This is an optimization exercise on Yosys and OpenROAD, whose aim is small area, a short achievable clock period and few clock cycles per item, not a production implementation. Function was checked by simulation only, so behaviour that the tests miss may differ from the original. No activity file was given, so power comes from the tool's default toggle rates.

==> design/flow/design.v <==
`default_nettype none
package gmig_pkg;
   localparam int INDEX_WIDTH = 24;
   localparam int CFG_WIDTH   = 13;
   localparam int COUNT_WIDTH = 12;
   localparam int CSR_INDEX_W = 2;
   localparam int IDX_COUNT_W = 3;
   localparam int REQ_DATA_W  = 8;
   localparam int RSP_DATA_W  = ((6 * INDEX_WIDTH + IDX_COUNT_W + 7) / 8) * 8;
   localparam int RSP_USER_W  = 2;
   localparam int PROD_WIDTH  = 3 * CFG_WIDTH;
   localparam longint unsigned MAX_POINTS = 64'd1 << INDEX_WIDTH;
   typedef logic [INDEX_WIDTH-1:0] index_type;
   typedef logic [CFG_WIDTH-1:0]   cfg_type;
   typedef logic [COUNT_WIDTH-1:0] count_type;
   localparam cfg_type CFG_MAX = 13'd4096;
   typedef enum logic [CSR_INDEX_W-1:0] {
      CSR_X_COUNT = 2'd0,
      CSR_ROWS    = 2'd1,
      CSR_LAYERS  = 2'd2
   } csr_index_type;
   typedef enum logic [4:0] {
      PH_DONE = 5'b00001,
      PH_LINE = 5'b00010,
      PH_CELL = 5'b00100,
      PH_FB   = 5'b01000,
      PH_LR   = 5'b10000
   } phase_type;
   typedef enum logic [RSP_USER_W-1:0] {
      ST_OK           = 2'd0,
      ST_EXHAUSTED    = 2'd1,
      ST_BAD_GEOMETRY = 2'd2
   } status_type;
   localparam logic [IDX_COUNT_W-1:0] IDX_NONE    = 3'd0;
   localparam logic [IDX_COUNT_W-1:0] IDX_SEGMENT = 3'd2;
   localparam logic [IDX_COUNT_W-1:0] IDX_QUAD    = 3'd6;
   typedef struct packed {
      cfg_type   x_count;
      cfg_type   x_minus_1;
      cfg_type   rows;
      cfg_type   layers;
      index_type layer_points;
      index_type points_minus_x;
      logic      ok;
      phase_type start_phase;
      phase_type after_cell_phase;
      phase_type after_fb_phase;
   } geom_type;
endpackage
`default_nettype wire
`default_nettype none
module gmig_geom (
   input  logic                             clock,
   input  logic                             reset,
   input  logic                             csr_write,
   input  logic [gmig_pkg::CSR_INDEX_W-1:0] csr_index,
   input  gmig_pkg::cfg_type                csr_wdata,
   output gmig_pkg::geom_type               geom,
   output logic                             busy
);
   gmig_pkg::cfg_type   x_count_ff, rows_ff, layers_ff;
   logic [1:0] settle_ff, settle_in;
   logic [2*gmig_pkg::CFG_WIDTH-1:0] points_ff;
   gmig_pkg::cfg_type   x_minus_1_ff;
   logic      range_ok_ff;
   gmig_pkg::phase_type start_phase_ff, after_cell_ff, after_fb_ff;
   gmig_pkg::index_type points_minus_x_ff;
   logic      ok_ff;
   logic      range_ok_in;
   gmig_pkg::phase_type start_phase_in, after_cell_in, after_fb_in;
   gmig_pkg::phase_type line_ph, cell_ph, fb_ph, lr_ph;
   logic [gmig_pkg::PROD_WIDTH-1:0] total;
   always_ff @(posedge clock) begin
      if (reset) begin
         x_count_ff <= 13'd2;
         rows_ff    <= 13'd1;
         layers_ff  <= 13'd1;
      end else if (csr_write) begin
         case (csr_index)
            gmig_pkg::CSR_X_COUNT: x_count_ff <= csr_wdata;
            gmig_pkg::CSR_ROWS:    rows_ff    <= csr_wdata;
            gmig_pkg::CSR_LAYERS:  layers_ff  <= csr_wdata;
            default:     x_count_ff <= x_count_ff;
         endcase
      end
   end
   always_comb begin
      if (csr_write) begin
         settle_in = 2'd2;
      end else if (settle_ff != 2'd0) begin
         settle_in = settle_ff - 2'd1;
      end else begin
         settle_in = settle_ff;
      end
   end
   always_ff @(posedge clock) begin
      if (reset) begin
         settle_ff <= 2'd2;
      end else begin
         settle_ff <= settle_in;
      end
   end
   always_comb begin
      range_ok_in = (x_count_ff != '0) && (x_count_ff <= gmig_pkg::CFG_MAX)
                 && (rows_ff != '0) && (rows_ff <= gmig_pkg::CFG_MAX)
                 && (layers_ff != '0) && (layers_ff <= gmig_pkg::CFG_MAX)
                 && !((rows_ff == 13'd1) && (layers_ff > 13'd1));
      lr_ph   = ((layers_ff < 13'd2) || (rows_ff < 13'd2)) ? gmig_pkg::PH_DONE : gmig_pkg::PH_LR;
      fb_ph   = ((layers_ff < 13'd2) || (x_count_ff < 13'd2)) ? lr_ph : gmig_pkg::PH_FB;
      after_cell_in = (layers_ff > 13'd1) ? fb_ph : gmig_pkg::PH_DONE;
      cell_ph = ((x_count_ff < 13'd2) || (rows_ff < 13'd2)) ? after_cell_in : gmig_pkg::PH_CELL;
      line_ph = (x_count_ff < 13'd2) ? gmig_pkg::PH_DONE : gmig_pkg::PH_LINE;
      start_phase_in = ((rows_ff == 13'd1) && (layers_ff == 13'd1)) ? line_ph : cell_ph;
      after_fb_in    = lr_ph;
   end
   always_ff @(posedge clock) begin
      points_ff      <= (2*gmig_pkg::CFG_WIDTH)'(x_count_ff) * (2*gmig_pkg::CFG_WIDTH)'(rows_ff);
      x_minus_1_ff   <= x_count_ff - 13'd1;
      range_ok_ff    <= range_ok_in;
      start_phase_ff <= start_phase_in;
      after_cell_ff  <= after_cell_in;
      after_fb_ff    <= after_fb_in;
   end
   assign total = gmig_pkg::PROD_WIDTH'(points_ff) * gmig_pkg::PROD_WIDTH'(layers_ff);
   always_ff @(posedge clock) begin
      points_minus_x_ff <= gmig_pkg::index_type'(points_ff) - gmig_pkg::index_type'(x_count_ff);
      ok_ff             <= range_ok_ff && (total <= gmig_pkg::PROD_WIDTH'(gmig_pkg::MAX_POINTS));
   end
   always_comb begin
      geom.x_count          = x_count_ff;
      geom.x_minus_1        = x_minus_1_ff;
      geom.rows             = rows_ff;
      geom.layers           = layers_ff;
      geom.layer_points     = gmig_pkg::index_type'(points_ff);
      geom.points_minus_x   = points_minus_x_ff;
      geom.ok               = ok_ff;
      geom.start_phase      = start_phase_ff;
      geom.after_cell_phase = after_cell_ff;
      geom.after_fb_phase   = after_fb_ff;
   end
   assign busy = (settle_ff != 2'd0);
endmodule
`default_nettype wire
`default_nettype none
module grid_mesh_index_generator_unit (
   input  logic                              clock,
   input  logic                              reset,
   input  logic                              req_tvalid,
   output logic                              req_tready,
   input  logic [gmig_pkg::REQ_DATA_W-1:0]   req_tdata,    
   output logic                              rsp_tvalid,
   input  logic                              rsp_tready,
   output logic [gmig_pkg::RSP_DATA_W-1:0]   rsp_tdata,
   output logic [gmig_pkg::RSP_USER_W-1:0]   rsp_tuser,    
   output logic                              rsp_tlast,
   input  logic                              csr_valid,
   output logic                              csr_ready,
   input  logic [gmig_pkg::CSR_INDEX_W-1:0]  csr_index,
   input  gmig_pkg::cfg_type                 csr_wdata
);
   gmig_pkg::geom_type  geom;
   logic      geom_busy;
   logic      csr_hit, req_fire, restart;
   gmig_pkg::phase_type phase_ff, phase_in, cur_phase;
   logic      second_half_ff, second_half_in, cur_half;
   gmig_pkg::count_type layer_counter_ff, layer_counter_in, cur_layer;
   gmig_pkg::count_type row_counter_ff, row_counter_in, cur_row;
   gmig_pkg::count_type column_counter_ff, column_counter_in, cur_col;
   gmig_pkg::index_type base_index_ff, base_index_in, cur_base;
   gmig_pkg::index_type row_base_ff, row_base_in, cur_row_base;
   logic      rsp_tvalid_ff;
   gmig_pkg::index_type tri0_a_ff, tri0_b_ff, tri0_c_ff, tri1_a_ff, tri1_b_ff, tri1_c_ff;
   gmig_pkg::index_type tri0_a_in, tri0_b_in, tri0_c_in, tri1_a_in, tri1_b_in, tri1_c_in;
   logic [gmig_pkg::IDX_COUNT_W-1:0] count_ff, count_in;
   logic      last_ff, last_in;
   gmig_pkg::status_type status_ff, status_in;
   gmig_pkg::index_type ia, ib, ic, id, x_ext, next_base;
   logic      col_more, row_more_cell, row_more_side, layer_more_cell, layer_more_side;
   logic      do_enter;
   gmig_pkg::phase_type enter_phase;
   assign csr_ready = 1'b1;
   assign csr_hit   = csr_valid && csr_ready
                   && ((csr_index == gmig_pkg::CSR_X_COUNT) || (csr_index == gmig_pkg::CSR_ROWS)
                    || (csr_index == gmig_pkg::CSR_LAYERS));
   gmig_geom u_geom (
      .clock     (clock),
      .reset     (reset),
      .csr_write (csr_hit),
      .csr_index (csr_index),
      .csr_wdata (csr_wdata),
      .geom      (geom),
      .busy      (geom_busy)
   );
   assign req_tready = !geom_busy && (!rsp_tvalid_ff || rsp_tready);
   assign req_fire   = req_tvalid && req_tready;
   assign restart    = req_tdata[0];
   always_comb begin
      if (restart) begin
         cur_phase    = geom.start_phase;
         cur_half     = 1'b0;
         cur_layer    = '0;
         cur_row      = '0;
         cur_col      = '0;
         cur_base     = '0;
         cur_row_base = '0;
      end else begin
         cur_phase    = phase_ff;
         cur_half     = second_half_ff;
         cur_layer    = layer_counter_ff;
         cur_row      = row_counter_ff;
         cur_col      = column_counter_ff;
         cur_base     = base_index_ff;
         cur_row_base = row_base_ff;
      end
   end
   assign x_ext     = gmig_pkg::index_type'(geom.x_count);
   assign next_base = cur_base + geom.layer_points;
   assign col_more        = ({1'b0, cur_col} + 13'd1) < geom.x_minus_1;
   assign row_more_cell   = ({1'b0, cur_row} + 13'd2) < geom.rows;
   assign row_more_side   = row_more_cell;
   assign layer_more_cell = ({1'b0, cur_layer} + 13'd1) < geom.layers;
   assign layer_more_side = ({1'b0, cur_layer} + 13'd2) < geom.layers;
   always_comb begin
      ia = '0;
      ib = '0;
      ic = '0;
      id = '0;
      case (cur_phase)
         gmig_pkg::PH_LINE: begin
            ia = gmig_pkg::index_type'(cur_col);
            ib = ia + gmig_pkg::index_type'(1);
         end
         gmig_pkg::PH_CELL: begin
            ia = cur_row_base + gmig_pkg::index_type'(cur_col);
            ib = ia + gmig_pkg::index_type'(1);
            ic = ia + x_ext;
            id = ic + gmig_pkg::index_type'(1);
         end
         gmig_pkg::PH_FB: begin
            ia = cur_base + gmig_pkg::index_type'(cur_col)
               + (cur_half ? geom.points_minus_x : '0);
            ib = ia + gmig_pkg::index_type'(1);
            ic = ia + geom.layer_points;
            id = ic + gmig_pkg::index_type'(1);
         end
         gmig_pkg::PH_LR: begin
            ia = cur_row_base + (cur_half ? gmig_pkg::index_type'(geom.x_minus_1) : '0);
            ib = ia + x_ext;
            ic = ia + geom.layer_points;
            id = ic + x_ext;
         end
         default: begin
            ia = '0;
         end
      endcase
   end
   always_comb begin
      phase_in          = cur_phase;
      second_half_in    = cur_half;
      layer_counter_in  = cur_layer;
      row_counter_in    = cur_row;
      column_counter_in = cur_col;
      base_index_in     = cur_base;
      row_base_in       = cur_row_base;
      do_enter          = 1'b0;
      enter_phase       = gmig_pkg::PH_DONE;
      case (cur_phase)
         gmig_pkg::PH_LINE: begin
            if (col_more) begin
               column_counter_in = cur_col + 12'd1;
            end else begin
               do_enter = 1'b1;
            end
         end
         gmig_pkg::PH_CELL: begin
            if (col_more) begin
               column_counter_in = cur_col + 12'd1;
            end else begin
               column_counter_in = '0;
               if (row_more_cell) begin
                  row_counter_in = cur_row + 12'd1;
                  row_base_in    = cur_row_base + x_ext;
               end else begin
                  row_counter_in = '0;
                  if (layer_more_cell) begin
                     layer_counter_in = cur_layer + 12'd1;
                     base_index_in    = next_base;
                     row_base_in      = next_base;
                  end else begin
                     do_enter    = 1'b1;
                     enter_phase = geom.after_cell_phase;
                  end
               end
            end
         end
         gmig_pkg::PH_FB, gmig_pkg::PH_LR: begin
            if (!cur_half) begin
               second_half_in = 1'b1;
            end else begin
               second_half_in = 1'b0;
               if ((cur_phase == gmig_pkg::PH_FB) && col_more) begin
                  column_counter_in = cur_col + 12'd1;
               end else if ((cur_phase == gmig_pkg::PH_LR) && row_more_side) begin
                  row_counter_in = cur_row + 12'd1;
                  row_base_in    = cur_row_base + x_ext;
               end else begin
                  column_counter_in = '0;
                  row_counter_in    = '0;
                  row_base_in       = cur_base;
                  if (layer_more_side) begin
                     layer_counter_in = cur_layer + 12'd1;
                     base_index_in    = next_base;
                     row_base_in      = next_base;
                  end else begin
                     do_enter    = 1'b1;
                     enter_phase = (cur_phase == gmig_pkg::PH_FB) ? geom.after_fb_phase : gmig_pkg::PH_DONE;
                  end
               end
            end
         end
         default: begin
            phase_in = gmig_pkg::PH_DONE;
         end
      endcase
      if (do_enter || !geom.ok) begin
         phase_in          = geom.ok ? enter_phase : gmig_pkg::PH_DONE;
         second_half_in    = 1'b0;
         layer_counter_in  = '0;
         row_counter_in    = '0;
         column_counter_in = '0;
         base_index_in     = '0;
         row_base_in       = '0;
      end
   end
   always_comb begin
      tri0_a_in = '0;
      tri0_b_in = '0;
      tri0_c_in = '0;
      tri1_a_in = '0;
      tri1_b_in = '0;
      tri1_c_in = '0;
      count_in  = gmig_pkg::IDX_NONE;
      last_in   = 1'b0;
      if (!geom.ok) begin
         status_in = gmig_pkg::ST_BAD_GEOMETRY;
      end else if (cur_phase == gmig_pkg::PH_DONE) begin
         status_in = gmig_pkg::ST_EXHAUSTED;
      end else begin
         status_in = gmig_pkg::ST_OK;
         last_in   = (phase_in == gmig_pkg::PH_DONE);
         tri0_a_in = ia;
         tri0_b_in = ib;
         if (cur_phase == gmig_pkg::PH_LINE) begin
            count_in = gmig_pkg::IDX_SEGMENT;
         end else begin
            count_in  = gmig_pkg::IDX_QUAD;
            tri0_c_in = ic;
            tri1_a_in = id;
            tri1_b_in = ic;
            tri1_c_in = ib;
         end
      end
   end
   always_ff @(posedge clock) begin
      if (reset) begin
         phase_ff          <= gmig_pkg::PH_DONE;
         second_half_ff    <= 1'b0;
         layer_counter_ff  <= '0;
         row_counter_ff    <= '0;
         column_counter_ff <= '0;
         base_index_ff     <= '0;
         row_base_ff       <= '0;
      end else if (csr_hit) begin
         phase_ff          <= gmig_pkg::PH_DONE;
         second_half_ff    <= 1'b0;
         layer_counter_ff  <= '0;
         row_counter_ff    <= '0;
         column_counter_ff <= '0;
         base_index_ff     <= '0;
         row_base_ff       <= '0;
      end else if (req_fire) begin
         phase_ff          <= phase_in;
         second_half_ff    <= second_half_in;
         layer_counter_ff  <= layer_counter_in;
         row_counter_ff    <= row_counter_in;
         column_counter_ff <= column_counter_in;
         base_index_ff     <= base_index_in;
         row_base_ff       <= row_base_in;
      end
   end
   always_ff @(posedge clock) begin
      if (reset) begin
         rsp_tvalid_ff <= 1'b0;
      end else if (req_fire) begin
         rsp_tvalid_ff <= 1'b1;
      end else if (rsp_tready) begin
         rsp_tvalid_ff <= 1'b0;
      end
   end
   always_ff @(posedge clock) begin
      if (req_fire) begin
         tri0_a_ff <= tri0_a_in;
         tri0_b_ff <= tri0_b_in;
         tri0_c_ff <= tri0_c_in;
         tri1_a_ff <= tri1_a_in;
         tri1_b_ff <= tri1_b_in;
         tri1_c_ff <= tri1_c_in;
         count_ff  <= count_in;
         last_ff   <= last_in;
         status_ff <= status_in;
      end
   end
   assign rsp_tvalid = rsp_tvalid_ff;
   assign rsp_tdata  = gmig_pkg::RSP_DATA_W'({count_ff, tri1_c_ff, tri1_b_ff, tri1_a_ff,
                                    tri0_c_ff, tri0_b_ff, tri0_a_ff});
   assign rsp_tuser  = status_ff;
   assign rsp_tlast  = last_ff;
endmodule
`default_nettype wire
==> design/flow/run.sh <==
#!/bin/bash
# synth_recipe.tcl (not shown) runs the flow's synth.tcl, then flattens the netlist and writes it again
# the make line also repeats each setting of config.mk as NAME=value (left out here)
make -C /OpenROAD-flow-scripts/flow DESIGN_CONFIG=/design/flow/config.mk WORK_HOME=/design/flow/orfs CLKGATE_MAP_FILE= SYNTH_SCRIPT=/design/flow/synth_recipe.tcl finish
==> design/flow/config.mk <==
export PLATFORM = sky130hd
export DESIGN_NAME = grid_mesh_index_generator_unit
export DESIGN_NICKNAME = grid_mesh_index_generator_unit
export VERILOG_FILES = /design/flow/design.v
export SDC_FILE = /design/flow/constraint.sdc
export NUM_CORES = 4
export LEC_CHECK = 0
export CAP_MARGIN = 20
export CORE_MARGIN = 2
export CORE_UTILIZATION = 40
export PLACE_DENSITY = 0.6
export SLEW_MARGIN = 20
==> design/flow/constraint.sdc <==
create_clock -name core_clock -period 8.0 [get_ports {clock}]
set_input_delay 1.6000 -clock core_clock [delete_from_list [all_inputs] [get_ports {clock}]]
set_output_delay 1.6000 -clock core_clock [all_outputs]
set_load 0.01 [all_outputs]
==> flow_summary_export.csv <==
group,metric,value,unit
status,status,"finished clean",
critical_path,setup.worst_path.end,"u_geom.ok_ff",
timing,max_clock_freq,135,MHz
synthesis,synth_top_flop_cell,"sky130_fd_sc_hd__dfxtp_1",
route,final_antenna_net_count,0,
synthesis,async_reset_ff_share,0,%
critical_path,setup.worst_path.class,"reg2reg",
critical_path,r2r.worst_path.cells,21,
clock_network,clock_sink_count,332,
pwr,p_int,3420,uW
global_routing,grt_max_degree,79,
critical_path,worst_r2r_startpoint,"u_geom.layers_ff[12]",
pwr,p_leak,0.0214,uW
timing,maxSlewHeadroom,20.1,%
synthesis,postSynthRegisterBits,332,
critical_path,r2r_setup_slack,610,ps
global_routing,globalRoute.totalOverflow,0,
floorplan,fp.dieH,336,um
floorplan,core_box_area,0.109,sq mm
route,post-route-drc-count,0,
pwr,pwr-share-clk,38.7,%
pwr,switching_power,1790,uW
clock_network,clock_tree_from_tritoncts,"yes",
placed_design,io_buffers,171,
floorplan,floorplan.io_pins,186,
timing,final.hold.worst_slack,439,ps
critical_path,critPathSlowestCell,"sky130_fd_sc_hd__dfxtp_1",
critical_path,timing.rr.end,"u_geom.ok_ff",
route,drt_wl_total,159,mm
timing,post-route-period-util,92.4,%
critical_path,critical-path-top-cell-by-count,"sky130_fd_sc_hd__fa_1",
critical_path,slowest_delay,990,ps
pwr,comb_power_share,23.3,%
global_routing,grt_antenna_before_repair,6,
critical_path,critical_path.max_fanout,17,
synthesis,synth-seq-area-share,17.9,%
synthesis,synth.cell_area,0.0440,sq mm
finish,synthToLayoutAreaGrowth,12.8,%
global_routing,gr_util_all_layers,27.8,%
timing,fin_crit,7390,ps
critical_path,worst_path_dominant_cell_family,"adder cells",
timing,final_setup_skew,73.0,ps
floorplan,die-width,336,um
synthesis,synth_top_cell_area_share,18.4,%
flow_run,cap_violations,0,
pwr,seq_power_share,38.0,%
synthesis,cell_types_with_the_largest_area_share_after_synthesis,"sky130_fd_sc_hd__fa_1 18%, sky130_fd_sc_hd__ha_1 12%, sky130_fd_sc_hd__dfxtp_1 9.4%",
timing,transition_time_at_the_pin_with_the_least_slew_margin,1190,ps
synthesis,netlist-cell-type-count,118,
synthesis,synth.largest_area_cell,"sky130_fd_sc_hd__fa_1",
finish,final_layout_size_suffix_gt1_share,7.11,%
synthesis,yosysWarningCount,2,
clock_network,worstSkewPairLatency,640,ps
synthesis,synth_most_common_cell,"sky130_fd_sc_hd__nand2_1",
critical_path,worstSetupStartpoint,"u_geom.layers_ff[12]",
timing,timing.final.hold_violations,0,
critical_path,worstSetupStartpointType,"flop",
critical_path,worst_ep_required_time,8560,ps
timing,endpoints_failing_setup,0,
pwr,peakVddDrop,0.000121,V
worst_hold_path,worst_hold_path_type,"reg2reg",
global_routing,vias_in_the_first_global_route,39800,
route,drtIter0Drc,3871,
synthesis,synthTopCellsByCount,"776 x sky130_fd_sc_hd__nand2_1, 543 x sky130_fd_sc_hd__inv_1, 496 x sky130_fd_sc_hd__nor2_1",
timing,grt_setup_unrepaired,"false",
pwr,power.density_cell_area,105,mW/mm^2
pwr,sw_frac_of_total,34.3,%
clock_network,max-clock-path-buffers,3,
timing,slew_viol_final,0,
route,post_drt_wl_per_cell,22.6,um
critical_path,path_depth,21,
critical_path,cp_cell_sequence,"buf_4, nand2_1, fa_1, fa_1, fa_1, fa_1, fa_1, inv_1, ha_1, inv_1, a211oi_1, nand4_1, nor4_1, o221ai_1, a2111oi_0, nand4_1, nor3_1, a31o_2, nand4_1, a2111oi_0, buf_4",
route,avgViaCountPerCell,5.81,
clock_network,cts_repair_resize_count,0,
route,detailed_route_via_count,40800,
placed_design,globalplace.congestion,0.969,
clock_network,clockRootBuffer,"sky130_fd_sc_hd__clkbuf_16",
clock_network,cts_post_setup_buffers_inserted,0,
clock_network,cts_buffers,44,
synthesis,synth-edff-count,125,
finish,nNetsFinal,6420,
floorplan,placementRows,121,
synthesis,syn_avg_cell_area,8.16,sq um
critical_path,worst-path-buf-inv,4,
critical_path,cp.arrival,7950,ps
finish,core_utilization_of_the_finished_layout,45.6,%
floorplan,start_util,40.4,%
route,drt_pass1_iterations,9,
clock_network,cts.clk_slew.worst_paths,60,ps
clock_network,cts_hold_buf,0,
timing,tns,0,ps
global_routing,grt_pass1_wl,240,mm
critical_path,worstSetupEndpointType,"flop",
clock_network,htree_levels,2,
placed_design,detailed_place_hpwl,125,mm
synthesis,syn_inst,5400,
floorplan,full_die_area,0.113,sq mm
==> area by class of cell <==
| class | instances | area, sq um |
|---|---|---|
| antenna | 3 | 7.51 |
| clock buffer | 59 | 1230 |
| clock inverter | 18 | 181 |
| fill | 10800 | 59300 |
| inverter | 551 | 2070 |
| multi-input combinational | 4247 | 33000 |
| sequential | 332 | 7900 |
| tap | 1414 | 1770 |
| timing repair buffer | 405 | 3530 |
==> cells in the final DEF (no fill, tap or decap), types with 22 or more instances in the layout <==
cell                              count
sky130_fd_sc_hd__buf_4              230
sky130_fd_sc_hd__clkbuf_16           45
sky130_fd_sc_hd__a31oi_1             45
sky130_fd_sc_hd__o22ai_1             30
sky130_fd_sc_hd__ha_1               406
sky130_fd_sc_hd__a211oi_1            33
sky130_fd_sc_hd__o21ai_0            203
sky130_fd_sc_hd__inv_1              543
sky130_fd_sc_hd__or3_1               27
sky130_fd_sc_hd__nand2b_1            42
sky130_fd_sc_hd__a21oi_1            319
sky130_fd_sc_hd__a21boi_0            23
sky130_fd_sc_hd__and3_1              42
sky130_fd_sc_hd__a22oi_1             62
sky130_fd_sc_hd__a221oi_1            26
sky130_fd_sc_hd__xnor2_1            198
sky130_fd_sc_hd__nor2b_1             79
sky130_fd_sc_hd__a222oi_1            25
sky130_fd_sc_hd__nor2_1             495
sky130_fd_sc_hd__xor2_1             110
sky130_fd_sc_hd__o21a_1              40
sky130_fd_sc_hd__fa_1               405
sky130_fd_sc_hd__a21o_1              91
sky130_fd_sc_hd__o21bai_1            22
sky130_fd_sc_hd__nor4_1              27
sky130_fd_sc_hd__nand2_1            774
sky130_fd_sc_hd__dfxtp_1            205
sky130_fd_sc_hd__nor3_1              97
sky130_fd_sc_hd__clkdlybuf4s50_1    170
sky130_fd_sc_hd__nand3_1             92
sky130_fd_sc_hd__and2_1             121
sky130_fd_sc_hd__edfxtp_1           125
sky130_fd_sc_hd__nand4_1             42
sky130_fd_sc_hd__o211ai_1            22
==> routing by layer <==
layer | GRT usage [%] | share of wire [%] | wire length [um] | up-vias
met2 | 45.5 | 46 | 72600 | 1725
met4 | 11.6 | 4.6 | 7300 | 0
li1 | - | - | - | 18700
met5 | 0 | 0 | 0 | -
met3 | 3.94 | 7.9 | 12600 | 303
met1 | 36.7 | 42 | 66400 | 20100
==> through the flow <==
step           instance area, sq um  std cells  setup WS [ps]  power [uW]
3_3_place_gp                  48300       6949            293        3180
6_report                      49700       7029            608        5200
5_1_grt                       49700       7028           92.0        5380
4_1_cts                       49700       7026            579        5220
2_1_floorplan                 44100       5405           90.1        2650
3_5_place_dp                  48300       6949            258        3190
==> worst min path at each step <==
stage / slack, ps / from / to / depth (start not counted)
floorplan: 410 / base_index_ff[18] / base_index_ff[18] / 2
global placement: 420 / base_index_ff[18] / base_index_ff[18] / 2
detailed placement: 430 / base_index_ff[21] / base_index_ff[21] / 2
CTS: 440 / base_index_ff[18] / base_index_ff[18] / 2
global route: 450 / base_index_ff[19] / base_index_ff[19] / 2
finish: 440 / base_index_ff[21] / base_index_ff[21] / 2
==> cell families (layout without fill, tap and decap cells) <==
group | Yosys count | after routing | share of synthesized area [%]
compound gates | 1146 | 1146 | 17.4
xor+xnor | 312 | 312 | 6.27
fa+ha+maj | 811 | 811 | 29.9
buf+inv | 826 | 1033 | 7.38
flops | 332 | 332 | 17.9
mux | 25 | 25 | 0.591
other cells | 2 | 10 | 0.0171
simple gates | 1946 | 1946 | 20.4
==> sequential cells by signal, indices dropped and copies added, names as in the netlist, 3 cells and up <==
signal and cells:
u_geom.start_phase_ff 5, u_geom.points_ff 26, u_geom.rows_ff 13, u_geom.after_cell_ff 3, tri1_c_ff 24, row_base_ff 24, tri0_a_ff 24, tri1_b_ff 24
column_counter_ff 12, u_geom.layers_ff 13, layer_counter_ff 12, tri1_a_ff 24, base_index_ff 24, row_counter_ff 12, tri0_b_ff 24, u_geom.x_minus_1_ff 13
u_geom.points_minus_x_ff 24, u_geom.x_count_ff 13, phase_ff 5
==> worst min-delay path, delay by kind of cell (launching register included) <==
kind | cells | cell delay, ps
and+or+nand+nor | 2 | 90
DFF | 1 | 300
==> power groups by stage <==
stage          Combinational [uW]  Clock (uW)  Sequential [uW]
6_report                     1210        2020             1980
5_1_grt                      1300        2100             1980
4_1_cts                      1190        2060             1970
3_5_place_dp                 1180           0             2010
3_3_place_gp                 1170           0             2010
2_1_floorplan                 709           0             1940
Testbench counts, summed over its fixed seeds: cycles 23,362, items 23,024.

[afterwards: timing with drivers on the ports]
No port has a modelled driver above. Below, the same layout with a new extraction and two added sets of constraints. Step 1, drivers: a clkbuf_16 drives clock and a buf_2 each remaining input, both assumed. Step 2, shift: input delay + t, output delay - t, t = (earliest + latest rising clock arrival at the registers) / 2. This alone moves slack from input paths to output paths. Three values: no drivers, after step 1, after step 2; two values: the first two.
t (ns): 0.680
setup WS [ns]: 0.608 / 0.608 / 0.020
worst hold slack (ns): 0.439 / 0.439 / 0.439
clock arrival spread, ns: 0.073 / 0.073
worst register clock-pin slew, ns: 0.07 / 0.07
After both steps setup and hold are still met in this run. For this run, drivers alone change the setup slack by 0.000 ns; drivers and shift together by -0.588 ns.
